This is an optimization exercise on Yosys and OpenROAD, whose aim is small area, not a production implementation. The RTL was checked by simulation tests, not by an equivalence proof against the original design. The flow treats the clock pin as an ideal source, which a real chip does not have.

==> module mul_serial, before the edit <==
module mul_serial (
	input logic clk,
	input logic [4:0] step,
	input logic a,
	input logic b,
	output logic p
);
	logic first;
	logic [15:0] lt;  
	logic [15:0] eq;  
	logic [15:0] a_cp;
	logic [15:0] b_cp;
	logic [15:0] s_q;
	logic [15:0] c_q;
	logic [15:0] d_q;
	logic [15:0] s_n;
	logic [15:0] c_n;
	logic [15:0] d_n;
	assign first = (step == 5'd0);
	always_comb begin
		for (int j = 0; j < 16; j++) begin
			lt[j] = (5'(j) < step);
			eq[j] = (5'(j) == step);
		end
	end
	always_comb begin
		for (int j = 0; j < 16; j++) begin
			logic s0, c0, d0, pp1, pp2, s1;
			s0 = (j < 15) ? (s_q[j] && !first) : 1'b0;
			c0 = c_q[j] && !first;
			d0 = d_q[j] && !first;
			pp1 = a && b_cp[j] && lt[j];
			pp2 = b && ((a_cp[j] && lt[j]) || (a && eq[j]));
			s1 = s0 ^ c0 ^ d0;
			c_n[j] = (s0 && c0) || (s0 && d0) || (c0 && d0);
			s_n[j] = s1 ^ pp1 ^ pp2;
			d_n[j] = (s1 && pp1) || (s1 && pp2) || (pp1 && pp2);
		end
	end
	assign p = s_n[0];
	always_ff @(posedge clk) begin
		for (int j = 0; j < 16; j++) begin
			if (eq[j]) begin
				a_cp[j] <= a;
				b_cp[j] <= b;
			end
		end
		s_q <= {1'b0, s_n[15:1]};
		c_q <= c_n;
		d_q <= d_n;
	end
endmodule
export LEC_CHECK = 0
export CAP_MARGIN = 10
export CORE_MARGIN = 2
export CORE_UTILIZATION = 75
export CTS_CLUSTER_DIAMETER = 70
export CTS_CLUSTER_SIZE = 30
export SLEW_MARGIN = 10
export SYNTH_HIERARCHICAL = 1
create_clock -name core_clock -period 10.0 [get_ports {clk}]
standard.sh (not shown) runs the stock make flow with config.mk's settings and CLKGATE_MAP_FILE= SYNTH_SCRIPT=/design/flow/synth_recipe.tcl, a recipe that flattens the netlist after the stock synthesis.
==> flow/flow/run.sh <==
#!/bin/bash
set -euo pipefail
export CTS_ARGS="-sink_clustering_enable -repair_clock_nets -sink_clustering_size 30 -sink_clustering_max_diameter 70 -dont_use_dummy_load"
bash standard.sh finish > flow.log 2>&1
Change:
--- a/flow/design.v
+++ b/flow/design.v
@@ -222,48 +222,31 @@
 	output logic p
 );
 	logic first;
-	logic [15:0] lt;  
-	logic [15:0] eq;  
-	logic [15:0] a_cp;
-	logic [15:0] b_cp;
-	logic [15:0] s_q;
-	logic [15:0] c_q;
-	logic [15:0] d_q;
-	logic [15:0] s_n;
-	logic [15:0] c_n;
-	logic [15:0] d_n;
+	logic [30:0] a_cp;  
+	logic [30:0] bsh;  
+	logic b0;  
+	logic [5:0] carry;
+	logic [31:0] term;
+	logic [6:0] total;
 	assign first = (step == 5'd0);
 	always_comb begin
-		for (int j = 0; j < 16; j++) begin
-			lt[j] = (5'(j) < step);
-			eq[j] = (5'(j) == step);
+		term[0] = a && (first ? b : b0);
+		for (int i = 0; i < 31; i++) begin
+			term[i + 1] = (5'(i) < step) && a_cp[i] && (i == 0 ? b : bsh[i - 1]);
 		end
 	end
 	always_comb begin
-		for (int j = 0; j < 16; j++) begin
-			logic s0, c0, d0, pp1, pp2, s1;
-			s0 = (j < 15) ? (s_q[j] && !first) : 1'b0;
-			c0 = c_q[j] && !first;
-			d0 = d_q[j] && !first;
-			pp1 = a && b_cp[j] && lt[j];
-			pp2 = b && ((a_cp[j] && lt[j]) || (a && eq[j]));
-			s1 = s0 ^ c0 ^ d0;
-			c_n[j] = (s0 && c0) || (s0 && d0) || (c0 && d0);
-			s_n[j] = s1 ^ pp1 ^ pp2;
-			d_n[j] = (s1 && pp1) || (s1 && pp2) || (pp1 && pp2);
-		end
+		total = {1'b0, first ? 6'd0 : carry};
+		for (int i = 0; i < 32; i++) total = total + 7'(term[i]);
 	end
-	assign p = s_n[0];
+	assign p = total[0];
 	always_ff @(posedge clk) begin
-		for (int j = 0; j < 16; j++) begin
-			if (eq[j]) begin
-				a_cp[j] <= a;
-				b_cp[j] <= b;
-			end
+		for (int i = 0; i < 31; i++) begin
+			if (step == 5'(i)) a_cp[i] <= a;
 		end
-		s_q <= {1'b0, s_n[15:1]};
-		c_q <= c_n;
-		d_q <= d_n;
+		if (first) b0 <= b;
+		bsh <= {bsh[29:0], b};
+		carry <= total[6:1];
 	end
 endmodule
 `default_nettype wire
The new run completed with no timing, DRC or antenna violations.
Routed wire length came out higher by 3.7%.
Synthesized area came out lower by 0.41%.
Setup slack gets worse by 210 ps.
Non-clock buffer count came out higher by 15.
Utilization came out higher by 0.68 points.

## what the ideal ports hide
No port has a modelled driver above. Below, the same layouts with a new extraction and two added sets of constraints. Step 1 (the two cells are an assumption about what drives the block):
set clk [get_ports {clk}]
set_driving_cell -lib_cell sky130_fd_sc_hd__clkbuf_16 $clk
set_driving_cell -lib_cell sky130_fd_sc_hd__buf_2 [delete_from_list [all_inputs] $clk]
Step 2 also shifts input and output timing later by t, the mid clock arrival at the registers, as if the neighbouring blocks saw the same clock. Three values: ideal, step 1, step 2; two values: the first two.
| run | t, ns | setup WS [ns] | slew at the worst register clock pin (ns) | pins driven straight from the clock port |
|---|---|---|---|---|
| the first run | 0.788 | 0.471 / 0.442 / 0.442 | 0.12 / 0.12 | 1 |
| the second run | 0.783 | 0.257 / 0.228 / 0.228 | 0.12 / 0.12 | 1 |
After both steps every run listed still meets setup and hold.
